Source: an optimization exercise on an open RTL-to-GDS flow (aim: a short achievable clock period and few clock cycles). Production flows keep margins and buffers that such runs may drop.
No run shown here included a check of the RTL's function; only the layout flow was run.
No activity file was given, so power comes from the tool's default toggle rates.

`flow/constraint.sdc`:
```
create_clock -name core_clock -period 10.0 [get_ports {clk}]
set_input_delay 2.0000 -clock core_clock [delete_from_list [all_inputs] [get_ports {clk}]]
set_output_delay 2.0000 -clock core_clock [all_outputs]
set_load 0.01 [all_outputs]
```
`flow/config.mk`:
```
export PLATFORM = sky130hd
export DESIGN_NAME = cpu
export DESIGN_NICKNAME = cpu
export VERILOG_FILES = /design/flow/design.v
export SDC_FILE = /design/flow/constraint.sdc
export NUM_CORES = 4
export LEC_CHECK = 0
export CAP_MARGIN = 20
export CELL_PAD_IN_SITES_DETAIL_PLACEMENT = 1
export CELL_PAD_IN_SITES_GLOBAL_PLACEMENT = 2
export CORE_MARGIN = 2
export CORE_UTILIZATION = 35
export PLACE_DENSITY = 0.5
export SLEW_MARGIN = 20
```
`flow/design.v`:
```
package mips_pkg;
    typedef logic [31:0] word_t;
    typedef logic [4:0]  reg_addr_t;
    typedef enum logic [5:0] {
        OP_SPECIAL = 6'h00,
        OP_J       = 6'h02,
        OP_BEQ     = 6'h04,
        OP_BNE     = 6'h05,
        OP_ADDIU   = 6'h09,
        OP_LW      = 6'h23,
        OP_SW      = 6'h2b
    } opcode_e;
    typedef enum logic [5:0] {
        FN_ADDU = 6'h21,
        FN_SUBU = 6'h23,
        FN_AND  = 6'h24,
        FN_OR   = 6'h25,
        FN_SLT  = 6'h2a
    } funct_e;
    typedef enum logic [2:0] {
        ALU_ADD,
        ALU_SUB,
        ALU_AND,
        ALU_OR,
        ALU_SLT
    } alu_op_e;
    localparam reg_addr_t REG_LINK = 5'd28;
    typedef struct packed {
        logic      en;
        reg_addr_t addr;
        word_t     data;
    } rf_write_t;
    typedef struct packed {
        logic  valid;
        word_t pc4;
        word_t instr;
    } if_id_t;
    typedef struct packed {
        logic      valid;
        alu_op_e   alu_op;
        logic      b_is_imm;
        word_t     rs_data;
        word_t     rt_data;
        word_t     imm;
        reg_addr_t dest;
        logic      wr_en;
        logic      mem_rd;
        logic      mem_wr;
    } id_ex_t;
    typedef struct packed {
        word_t     alu_data;
        word_t     store_data;
        reg_addr_t dest;
        logic      wr_en;
        logic      mem_rd;
        logic      mem_wr;
    } ex_mem_t;
endpackage
`timescale 1ns/1ps
module cpu #(
    parameter mips_pkg::word_t RESET_PC   = 32'h0040_0000,
    parameter integer          DMEM_WORDS = 64
) (
    input  logic                clk,
    input  logic                arst_n,
    input  logic                ena,
    input  mips_pkg::word_t     instr,
    output mips_pkg::word_t     pc,
    output mips_pkg::rf_write_t wb,
    output mips_pkg::word_t     reg28
);
    localparam integer ADDR_W = $clog2(DMEM_WORDS);
    logic [31:0] pc_q;
    logic        x_valid;
    logic [31:0] x_rs_val;
    logic [31:0] x_rt_val;
    logic        x_fwd_rs;
    logic        x_fwd_rt;
    logic [15:0] x_imm;
    logic [4:0]  x_dest;
    logic        x_wr;
    logic        x_b_imm;
    logic        x_sub;
    logic        x_and;
    logic        x_or;
    logic        x_slt;
    logic        x_ld;
    logic        x_st;
    logic        x_br;
    logic        x_bne;
    logic        x_pred;
    logic [31:0] x_alt;
    logic        w_en;
    logic [4:0]  w_addr;
    logic [31:0] w_data;
    logic [31:0] reg28_q;
    logic [31:0] regs [1:31];
    logic [31:0] dmem [DMEM_WORDS];
    logic [5:0]  f_op;
    logic [5:0]  f_fn;
    logic [4:0]  f_rs;
    logic [4:0]  f_rt;
    logic [4:0]  f_rd;
    logic [31:0] f_pc4;
    logic [31:0] f_br_tgt;
    logic [31:0] f_j_tgt;
    logic        f_is_j;
    logic        f_is_br;
    logic        f_pred;
    logic [31:0] f_next;
    logic [31:0] f_alt;
    logic        f_rtype;
    logic        f_wr;
    logic [4:0]  f_dest;
    logic [31:0] f_rs_val;
    logic [31:0] f_rt_val;
    logic        x_mispredict;
    logic [31:0] x_res;
    logic        x_wen;
    assign f_op = instr[31:26];
    assign f_fn = instr[5:0];
    assign f_rs = instr[25:21];
    assign f_rt = instr[20:16];
    assign f_rd = instr[15:11];
    assign f_pc4 = pc_q + 32'd4;
    logic [16:0] f_lo;
    logic [13:0] f_hi;
    logic [13:0] f_hi_p1;
    logic [13:0] f_hi_m1;
    assign f_hi_p1 = f_pc4[31:18] + 14'd1;
    assign f_hi_m1 = f_pc4[31:18] - 14'd1;
    assign f_lo    = {1'b0, f_pc4[17:2]} + {1'b0, instr[15:0]};
    always_comb begin
        case ({instr[15], f_lo[16]})
            2'b01:   f_hi = f_hi_p1;
            2'b10:   f_hi = f_hi_m1;
            default: f_hi = f_pc4[31:18];
        endcase
    end
    assign f_br_tgt = {f_hi, f_lo[15:0], 2'b00};
    assign f_j_tgt  = {f_pc4[31:28], instr[25:0], 2'b00};
    assign f_is_j  = (f_op == 6'h02);
    assign f_is_br = (f_op == 6'h04) || (f_op == 6'h05);
    assign f_pred  = f_is_j || (f_is_br && (instr[15] || f_op[0]));
    assign f_next = f_pred ? (f_is_j ? f_j_tgt : f_br_tgt) : f_pc4;
    assign f_alt  = f_pred ? f_pc4 : f_br_tgt;
    assign f_rtype = (f_op == 6'h00) &&
                     (f_fn == 6'h21 || f_fn == 6'h23 || f_fn == 6'h24 ||
                      f_fn == 6'h25 || f_fn == 6'h2a);
    assign f_dest  = f_rtype ? f_rd : f_rt;
    assign f_wr    = (f_rtype || f_op == 6'h09 || f_op == 6'h23) && (f_dest != 5'd0);
    assign f_rs_val = (f_rs == 5'd0) ? 32'd0 : regs[f_rs];
    assign f_rt_val = (f_rt == 5'd0) ? 32'd0 : regs[f_rt];
    always_ff @(posedge clk or negedge arst_n) begin
        if (!arst_n) begin
            pc_q <= RESET_PC;
        end else if (ena) begin
            pc_q <= x_mispredict ? x_alt : f_next;
        end
    end
    always_ff @(posedge clk or negedge arst_n) begin
        if (!arst_n) begin
            x_valid  <= 1'b0;
            x_rs_val <= '0;
            x_rt_val <= '0;
            x_fwd_rs <= 1'b0;
            x_fwd_rt <= 1'b0;
            x_imm    <= '0;
            x_dest   <= '0;
            x_wr     <= 1'b0;
            x_b_imm  <= 1'b0;
            x_sub    <= 1'b0;
            x_and    <= 1'b0;
            x_or     <= 1'b0;
            x_slt    <= 1'b0;
            x_ld     <= 1'b0;
            x_st     <= 1'b0;
            x_br     <= 1'b0;
            x_bne    <= 1'b0;
            x_pred   <= 1'b0;
            x_alt    <= '0;
        end else if (ena) begin
            x_valid  <= !x_mispredict;
            x_rs_val <= f_rs_val;
            x_rt_val <= f_rt_val;
            x_fwd_rs <= x_wen && (x_dest == f_rs);
            x_fwd_rt <= x_wen && (x_dest == f_rt);
            x_imm    <= instr[15:0];
            x_dest   <= f_dest;
            x_wr     <= f_wr;
            x_b_imm  <= (f_op != 6'h00);
            x_sub    <= (f_op == 6'h00) && (f_fn == 6'h23 || f_fn == 6'h2a);
            x_and    <= (f_op == 6'h00) && (f_fn == 6'h24);
            x_or     <= (f_op == 6'h00) && (f_fn == 6'h25);
            x_slt    <= (f_op == 6'h00) && (f_fn == 6'h2a);
            x_ld     <= (f_op == 6'h23);
            x_st     <= (f_op == 6'h2b);
            x_br     <= f_is_br;
            x_bne    <= f_op[0];
            x_pred   <= f_pred;
            x_alt    <= f_alt;
        end
    end
    logic [31:0] x_a;
    logic [31:0] x_rt;
    logic [31:0] x_b;
    logic [31:0] x_sum;
    logic        x_lt;
    logic [31:0] x_alu;
    logic [7:0]  x_ea;
    logic [31:0] x_load;
    logic        x_eq;
    logic        x_taken;
    assign x_a  = x_fwd_rs ? w_data : x_rs_val;
    assign x_rt = x_fwd_rt ? w_data : x_rt_val;
    assign x_b  = x_b_imm ? {{16{x_imm[15]}}, x_imm} : x_rt;
    assign x_sum = x_a + (x_sub ? ~x_b : x_b) + {31'd0, x_sub};
    assign x_lt  = (x_a[31] ^ x_b[31]) ? x_a[31] : x_sum[31];
    always_comb begin
        if (x_and)      x_alu = x_a & x_b;
        else if (x_or)  x_alu = x_a | x_b;
        else if (x_slt) x_alu = {31'd0, x_lt};
        else            x_alu = x_sum;
    end
    assign x_ea   = x_a[7:0] + x_imm[7:0];
    assign x_load = dmem[x_ea[ADDR_W+1:2]];
    assign x_res  = x_ld ? x_load : x_alu;
    assign x_wen = x_valid && x_wr;
    assign x_eq         = (x_a == x_rt);
    assign x_taken      = x_bne ? !x_eq : x_eq;
    assign x_mispredict = x_valid && x_br && (x_taken != x_pred);
    always_ff @(posedge clk) begin
        if (ena && x_valid && x_st) begin
            dmem[x_ea[ADDR_W+1:2]] <= x_rt;
        end
    end
    always_ff @(posedge clk or negedge arst_n) begin
        if (!arst_n) begin
            for (int i = 1; i < 32; i++) begin
                regs[i] <= '0;
            end
        end else if (ena && x_wen) begin
            regs[x_dest] <= x_res;
        end
    end
    always_ff @(posedge clk or negedge arst_n) begin
        if (!arst_n) begin
            w_en   <= 1'b0;
            w_addr <= '0;
            w_data <= '0;
        end else if (ena) begin
            w_en   <= x_wen;
            w_addr <= x_dest;
            w_data <= x_res;
        end
    end
    always_ff @(posedge clk or negedge arst_n) begin
        if (!arst_n) begin
            reg28_q <= '0;
        end else if (ena && w_en && w_addr == mips_pkg::REG_LINK) begin
            reg28_q <= w_data;
        end
    end
    assign pc       = pc_q;
    assign wb.en    = w_en && ena;
    assign wb.addr  = w_addr;
    assign wb.data  = w_data;
    assign reg28    = reg28_q;
endmodule
```
`flow/run.sh`:
```
#!/bin/bash
# synth_recipe.tcl (not shown) runs the flow's synth.tcl, then flattens the netlist and writes it again
# the make line also repeats each setting of config.mk as NAME=value (left out here)
make -C /OpenROAD-flow-scripts/flow DESIGN_CONFIG=/design/flow/config.mk WORK_HOME=/design/flow/orfs CLKGATE_MAP_FILE= SYNTH_SCRIPT=/design/flow/synth_recipe.tcl finish
```
==> impl_metrics.yaml, run 1 <==
placed_design:
  place_ws_ns: 1.310
  globalplace.congestion: 0.8874
  numPortBuffers: 136
  place_area_sq_um: 154600
  dp.cells: 17810
  dpl.hpwl_um: 427300
worst_setup_path:
  rr_worst_depth: 16
  cp-start-kind: "primary input"
  regToRegSetupSlack_ns: 2.32
  critPathArrivalTime_ns: 8.67
  cp.buffers_inverters: 3
  critPathTopFamily: "compound AO/OA/AOI/OAI gates"
  cp_max_fo: 34
  critPathMaxStageDelay_ns: 0.63
  end_kind: "register"
  worst_path_max_delay_cell: "clkdlybuf4s50_1"
  path_common_cell: "o21ai_0"
  r2r-start: "x_fwd_rs"
  critical_path_required_ns: 10.86
  crit_type: "primary input to register"
  r2r_end: "regs[17][5]"
hold_path:
  min_from: "reg28_q[31]"
  hp-class: "register to register"
  hold_end: "reg28_q[31]"
  holdPathStages: 2
sta:
  drv_slew: 0
  setup_tns_ns: 0
  tightest_slew_ns: 1.263
  fin_crit_sh_pct: 78.14
  rsz0062_at_grt: "false"
  slew_headroom_pct: 15.02
  skew_ns: 0.05684
  period_minus_slack_ns: 7.814
  hold_viol: 0
  finalSetupViolCount: 0
  max_freq_ghz: 0.1280
  setup_ws_ns: 2.186
  hold_slack_ns: 0.4898
clock_tree:
  path_clk_slew_ns: 0.06
  htreeDepth: 5
  clockBufferDepth: 4
  ctsResizeCount: 0
  clkLatencyLatePin_ns: 1.00
  cts_root_buf: "clkbuf_16"
  cts_tree: "done"
  cts.hold.buffers_added: 0
  numCtsBuffers: 384
  post_cts_buffers: 0
  cts_sinks: 3273
yosys:
  yosysWarnings: 2
  synth_edf_count: 2048
  synthFlopType: "edfxtp_1"
  synthCells: 12710
  syn_area_per_cell_sq_um: 11.34
  synth_seq_area_share_pct: 63.98
  async_flop_share_pct: 37.43
  synth_seq_cells: 3273
  syn_nets: 12810
  ys_types: 102
  netlist_area_sq_um: 144000
detailed_routing:
  vias_per_cell: 6.148
  antenna_left: 0
  drcViolationCount: 0
  drtIter0Drc: 11930
  dr.pass1.iters: 8
  routedWlPerCell_um: 39.05
  vias: 114000
  finalWirelength_um: 723800
power:
  swShare_pct: 37.40
  p_comb_share_pct: 28.6
  ir_drop_v: 0.0001532
  power.clock.fraction_pct: 32.0
  intPower_uw: 27700
  leakage_uw: 0.06381
  p_per_area_nw_per_um2: 264.8
  switching_power_uw: 16560
  share_seq_of_total_power_pct: 39.4
final_layout:
  drive_gt1_share_pct: 14.23
  regArea_sq_um: 92170
  layout_commonest_cell: "nand2_1"
  layout_common_cells: "nand2_1, edfxtp_1, dfrtp_1, a21oi_1, o21ai_0"
  n_fill_cell: 43170
  area_growth_pct: 16.04
  fin_cells: 18540
  final_nets: 12850
  final_cell_area_sq_um: 167100
  multi_input_area_sq_um: 49590
die:
  start_util_pct: 35.17
  core-area_sq_um: 409600
  die_x_um: 645.5
  rows: 235
  die_h_um: 645.5
  die_area_sq_um: 416700
  io_pins: 137
global_route:
  gr-usage-met3_pct: 5.845
  grt.total_usage_pct: 34.11
  grt_max_degree: 170
  antenna_found_initial: 42
  grt_overflow: 0
  use_met2_pct: 56.21
  grt_pass1_wl_um: 989900
  busiest_layer: "met2"
  met1_usage_pct: 43.33
  grt_pass1_vias: 115500
run:
  drv_cap: 0
status:
  outcome: "no timing/DRC/antenna violations"
metal layers:
layer / up-vias / routed length [um]
li1: 46740 / -
met1: 60440 / 292100
met2: 5023 / 341600
met3: 1738 / 47420
met4: 16 / 42630
met5: - / 100
cell type report:
cell class              instances  share of cell area, %
diodes                         24                0.03593
clock buffers                 524                  6.499
clock inverters               174                 0.9650
inverters                     159                 0.3571
multi-input cells            8330                  29.67
flip-flops and latches       3273                  55.15
well taps                    5451                  4.081
repair buffers                600                  3.249
per-stage QoR:
step | util [%] | total power (uW)
2_1_floorplan | - | 23790
3_3_place_gp | 37.69 | 30010
3_5_place_dp | 37.73 | 30240
4_1_cts | 40.78 | 44460
5_1_grt | 40.79 | 45960
6_report | 40.81 | 44260
state kept, by name (all words and copies together) (netlist names), 5 cells and up:
| register | cells |
|---|---|
| w_data | 32 |
| regs | 992 |
| dmem | 2048 |
| w_addr | 5 |
| reg28_q | 32 |
| x_rt_val | 32 |
| x_dest | 5 |
| pc_q | 32 |
| x_rs_val | 32 |
| x_imm | 16 |
| x_alt | 32 |
kinds of logic (layout without fill, tap and decap cells):
logic type | Yosys count | count (layout) | synth area share (%)
fa+ha+maj | 65 | 65 | 0.5751
other cells | 0 | 24 | 0
buf+inv | 1104 | 1457 | 3.192
xor+xnor | 182 | 182 | 1.120
mux | 589 | 589 | 4.514
simple gates | 4346 | 4346 | 12.63
compound gates | 3148 | 3148 | 13.99
flops | 3273 | 3273 | 63.98
worst max path at each step:
stage | cells after the start | slack (ns) | startpoint | to
after floorplan | 19 | 2.55 | x_fwd_rt | regs[12][16]
after global placement | 28 | 1.20 | instr[0] | x_alt[31]
after detailed placement | 28 | 1.31 | instr[0] | x_alt[31]
after CTS | 19 | 2.31 | x_fwd_rt | regs[23][23]
after global routing | 28 | 1.69 | instr[0] | x_alt[31]
final | 28 | 2.19 | instr[0] | x_alt[31]
power groups by stage:
stage / Clock, uW / Combinational, uW / Sequential (uW)
after CTS: 14400 / 12700 / 17400
after global routing: 15000 / 13500 / 17500
final: 14200 / 12700 / 17400
after floorplan: 0 / 6670 / 17100
after detailed placement: 0 / 12600 / 17600
after global placement: 0 / 12400 / 17600
synthesized netlist by cell type, types with 36 or more instances:
master	instances	area share (%)
a21oi_1	1170	4.1
a221oi_1	258	1.6
a222oi_1	66	0.46
a22o_1	251	1.5
a22oi_1	346	1.8
a31oi_1	36	0.16
buf_1	111	0.29
buf_2	228	0.79
clkbuf_1	566	1.5
dfrtp_1	1224	21
edfxtp_1	2048	43
ha_1	63	0.55
inv_1	157	0.41
mux2_2	480	3.8
mux2i_1	108	0.75
nand2_1	3231	8.4
nand3_1	137	0.48
nand4_1	150	0.65
nor2_1	303	0.79
nor3_1	107	0.37
nor4_1	259	1.1
o21ai_0	532	1.8
o22ai_1	178	0.77
o31ai_1	98	0.51
xnor2_1	138	0.84
xor2_1	43	0.26
worst register-to-register path: stages, from the launching register on:
cell and delay [ns]:
dfrtp_2 0.52, buf_4 0.62, mux2i_1 0.58, inv_1 0.19
ha_1 0.31, xnor2_1 0.43, nor3_1 0.19, a21oi_4 0.84
buf_12 0.57, a21oi_1 0.18, nor4_1 1.08, o22ai_1 0.29
nor4_1 0.69, buf_4 0.27, a21oi_4 0.06, buf_4 0.27
mux2_2 0.46
==> run 2: changes to the inputs <==
--- a/flow/config.mk
+++ b/flow/config.mk
@@ -5,10 +5,12 @@
 export SDC_FILE = /design/flow/constraint.sdc
 export NUM_CORES = 4
 export LEC_CHECK = 0
+export ABC_CLOCK_PERIOD_IN_PS = 4000
 export CAP_MARGIN = 20
 export CELL_PAD_IN_SITES_DETAIL_PLACEMENT = 1
 export CELL_PAD_IN_SITES_GLOBAL_PLACEMENT = 2
 export CORE_MARGIN = 2
 export CORE_UTILIZATION = 35
 export PLACE_DENSITY = 0.5
+export SETUP_SLACK_MARGIN = 5
 export SLEW_MARGIN = 20
==> impl_metrics.yaml, run 2 <==
status:
  outcome: "no timing/DRC/antenna violations"
global_route:
  grt_pass1_vias: 117400
  grt_overflow: 0
  antenna_found_initial: 80
  grt_max_degree: 150
  grt_pass1_wl_um: 1046000
  grt.total_usage_pct: 36.43
die:
  start_util_pct: 35.17
  die_h_um: 645.5
  die_area_sq_um: 416700
  rows: 235
  core-area_sq_um: 409600
  io_pins: 137
  die_x_um: 645.5
yosys:
  async_flop_share_pct: 37.43
  synthFlopType: "edfxtp_1"
  synth.most_common_cell: "nand2_1"
  syn_nets: 12810
  yosys.area.top_type: "edfxtp_1"
  yosys-top-cells-count: "nand2_1, edfxtp_1, dfrtp_1"
  synth_area_leaders: "edfxtp_1, dfrtp_1, nand2_1"
  yosysTopAreaCellShare_pct: 42.70
  netlist_area_sq_um: 144000
  synth_seq_cells: 3273
  ys_types: 102
  synth_seq_area_share_pct: 63.98
  synth_edf_count: 2048
  yosysWarnings: 2
  syn_area_per_cell_sq_um: 11.34
  synthCells: 12710
hold_path:
  hp-class: "register to register"
  min_from: "reg28_q[29]"
  hold_end: "reg28_q[29]"
  holdPathStages: 2
worst_setup_path:
  regToRegSetupSlack_ns: 4.20
  cp-start-kind: "primary input"
  r2r-start: "pc_q[2]"
  r2r_end: "pc_q[27]"
  critPathTopFamily: "compound AO/OA/AOI/OAI gates"
  end_kind: "register"
  rr_worst_depth: 23
  crit_type: "primary input to register"
  cp.buffers_inverters: 4
  worst_path_max_delay_cell: "a221o_1"
  critPathMaxStageDelay_ns: 0.39
  critPathArrivalTime_ns: 6.74
  critical_path_required_ns: 10.87
  cp_max_fo: 6
  path_depth: 26
sta:
  max_freq_ghz: 0.1703
  drv_slew: 0
  slew_headroom_pct: 23.88
  tightest_slew_ns: 1.142
  setup_tns_ns: 0
  finalSetupViolCount: 0
  period_minus_slack_ns: 5.872
  skew_ns: 0.05899
  hold_viol: 0
  hold_slack_ns: 0.4883
  rsz0062_at_grt: "true"
  fin_crit_sh_pct: 58.72
power:
  ir_drop_v: 0.0001789
  p_per_area_nw_per_um2: 274.1
  p_total_uw: 48860
  leakage_uw: 0.06867
clock_tree:
  cts_tree: "done"
  cts_root_buf: "clkbuf_16"
  htreeDepth: 5
  cts_sinks: 3273
  cts.hold.buffers_added: 0
  clkLatencyLatePin_ns: 1.01
  path_clk_slew_ns: 0.06
  numCtsBuffers: 385
  clockBufferDepth: 4
detailed_routing:
  vias_per_cell: 6.271
  antenna_left: 0
  routedWlPerCell_um: 41.28
  finalWirelength_um: 784000
  drtIter0Drc: 14710
  dr.pass1.iters: 8
  drcViolationCount: 0
  vias: 119100
final_layout:
  layout_commonest_cell: "nand2_1"
  largest_register_ffs: 2048
  drive_gt1_share_pct: 20.40
  layout_common_cells: "nand2_1, edfxtp_1, dfrtp_1, a21oi_1, buf_4"
  final_nets: 13290
  area_growth_pct: 23.75
  final_cell_area_sq_um: 178200
  n_fill_cell: 42330
run:
  drv_cap: 0
placed_design:
  place_area_sq_um: 154900
  dpl.hpwl_um: 435800
  globalplace.congestion: 0.8806
  numPortBuffers: 136
-- run 2: changes by cell type in the layout (fill, tap and decap cells not counted), moves of 26 or more --
cell,change
o21ai_1,+55
buf_12,+73
nor4_2,+66
bufbuf_16,+44
buf_6,+79
buf_4,+135
o22ai_2,+30
nor4_4,+50
o21ai_0,-139
o21ai_2,+82
buf_16,+49
nor4_1,-116
buf_8,+26
o22ai_1,-40
-- run 2: routing by layer --
metal / routed length (um) / vias to the layer above / track usage (%)
met3: 61520 / 1887 / 7.011
li1: - / 47740 / -
met5: 166 / - / 0.05782
met1: 317200 / 63510 / 47.63
met4: 46970 / 26 / 17.57
met2: 358100 / 5922 / 58.10
-- run 2: logic make-up after synthesis --
family / synth area share [%]
adders and majority gates: 0.5751
DFF: 63.98
muxes: 4.514
AOI/OAI and AO/OA: 13.99
and+or+nand+nor: 12.63
buffers and inverters: 3.192
xor gates and xnor gates: 1.120
-- run 2: timing repair --
action | in CTS | in global routing
gates resized for setup | 712 | 431
pin swaps | 136 | 202
buffers inserted | 200 | 113
endpoints found under the setup margin | 3090 | 1170
cloned | 68 | 23
-- run 2: worst max-delay path by stage --
stage                   from         to
finish              instr[0]   pc_q[27]
global route        instr[0]   pc_q[27]
CTS                 instr[0]   pc_q[27]
detailed placement  instr[0]  x_alt[31]
global placement    instr[0]  x_alt[31]
floorplan           instr[0]   pc_q[25]
-- run 2: worst register-to-register path, delay by kind of cell (launching register included) --
kind	cells	cell delay, ns
adder cells (fa/ha/maj)	3	0.81
AND/OR/NAND/NOR	5	1.35
flip-flops	1	0.49
AO/OA/AOI/OAI	10	2.14
buffers and inverters	2	0.25
XOR/XNOR	2	0.41
multiplexers	1	0.26
-- run 2: area by class of cell --
class | instances | area [sq um] | share of cell area, %
sequential | 3273 | 92190 | 51.72
tap | 5451 | 6820 | 3.827
multi-input combinational | 8339 | 53130 | 29.81
inverter | 159 | 619.3 | 0.3475
clock buffer | 517 | 10780 | 6.050
clock inverter | 184 | 1992 | 1.118
antenna | 37 | 92.59 | 0.05195
timing repair buffer | 1031 | 12610 | 7.075
-- run 2: report_power, final --
part	switching, uW	internal [uW]	leakage, uW
combinational	11000	5800	0.0272
clock	6080	8500	0.00627
sequential	1450	16000	0.0352
-- run 2: metrics by stage --
step | setup slack, ns | util (%) | instances
after detailed placement | 1.670 | 37.81 | 17850
after CTS | 4.008 | 42.75 | 18820
after global routing | 3.914 | 43.50 | 18960
final | 4.128 | 43.52 | 18990
after global placement | 1.517 | 37.76 | 17840
after floorplan | 3.642 | - | 12710

## static timing again, ports no longer ideal
No port has a modelled driver above. Below, the same layouts with a new extraction and two added sets of constraints. Step 1 assumes that a clkbuf_16 drives the clock port and a buf_2 every other input. Step 2 adds t to the input delays and takes it off the output delays; t is the mean of the earliest and latest rising clock arrival at the registers after step 1. Input paths then give back, and output paths get back, about the clock's delay inside the block. Slacks: no drivers / after step 1 / after step 2; pairs: no drivers / after step 1.
run | t, ns | setup WS [ns] | slew at the worst register clock pin (ns) | worst slew at a driven data input, ns | pins driven straight from the clock port
run 1 | 1.092 | 2.186 / 2.272 / 1.180 | 0.07 / 0.07 | 0.17 | 1
run 2 | 1.114 | 4.128 / 4.188 / 3.074 | 0.07 / 0.07 | 0.20 | 1
After both steps every run listed still meets setup and hold. For run 2, which loses most, drivers alone change the setup slack by +0.060 ns; drivers and shift together by -1.054 ns.
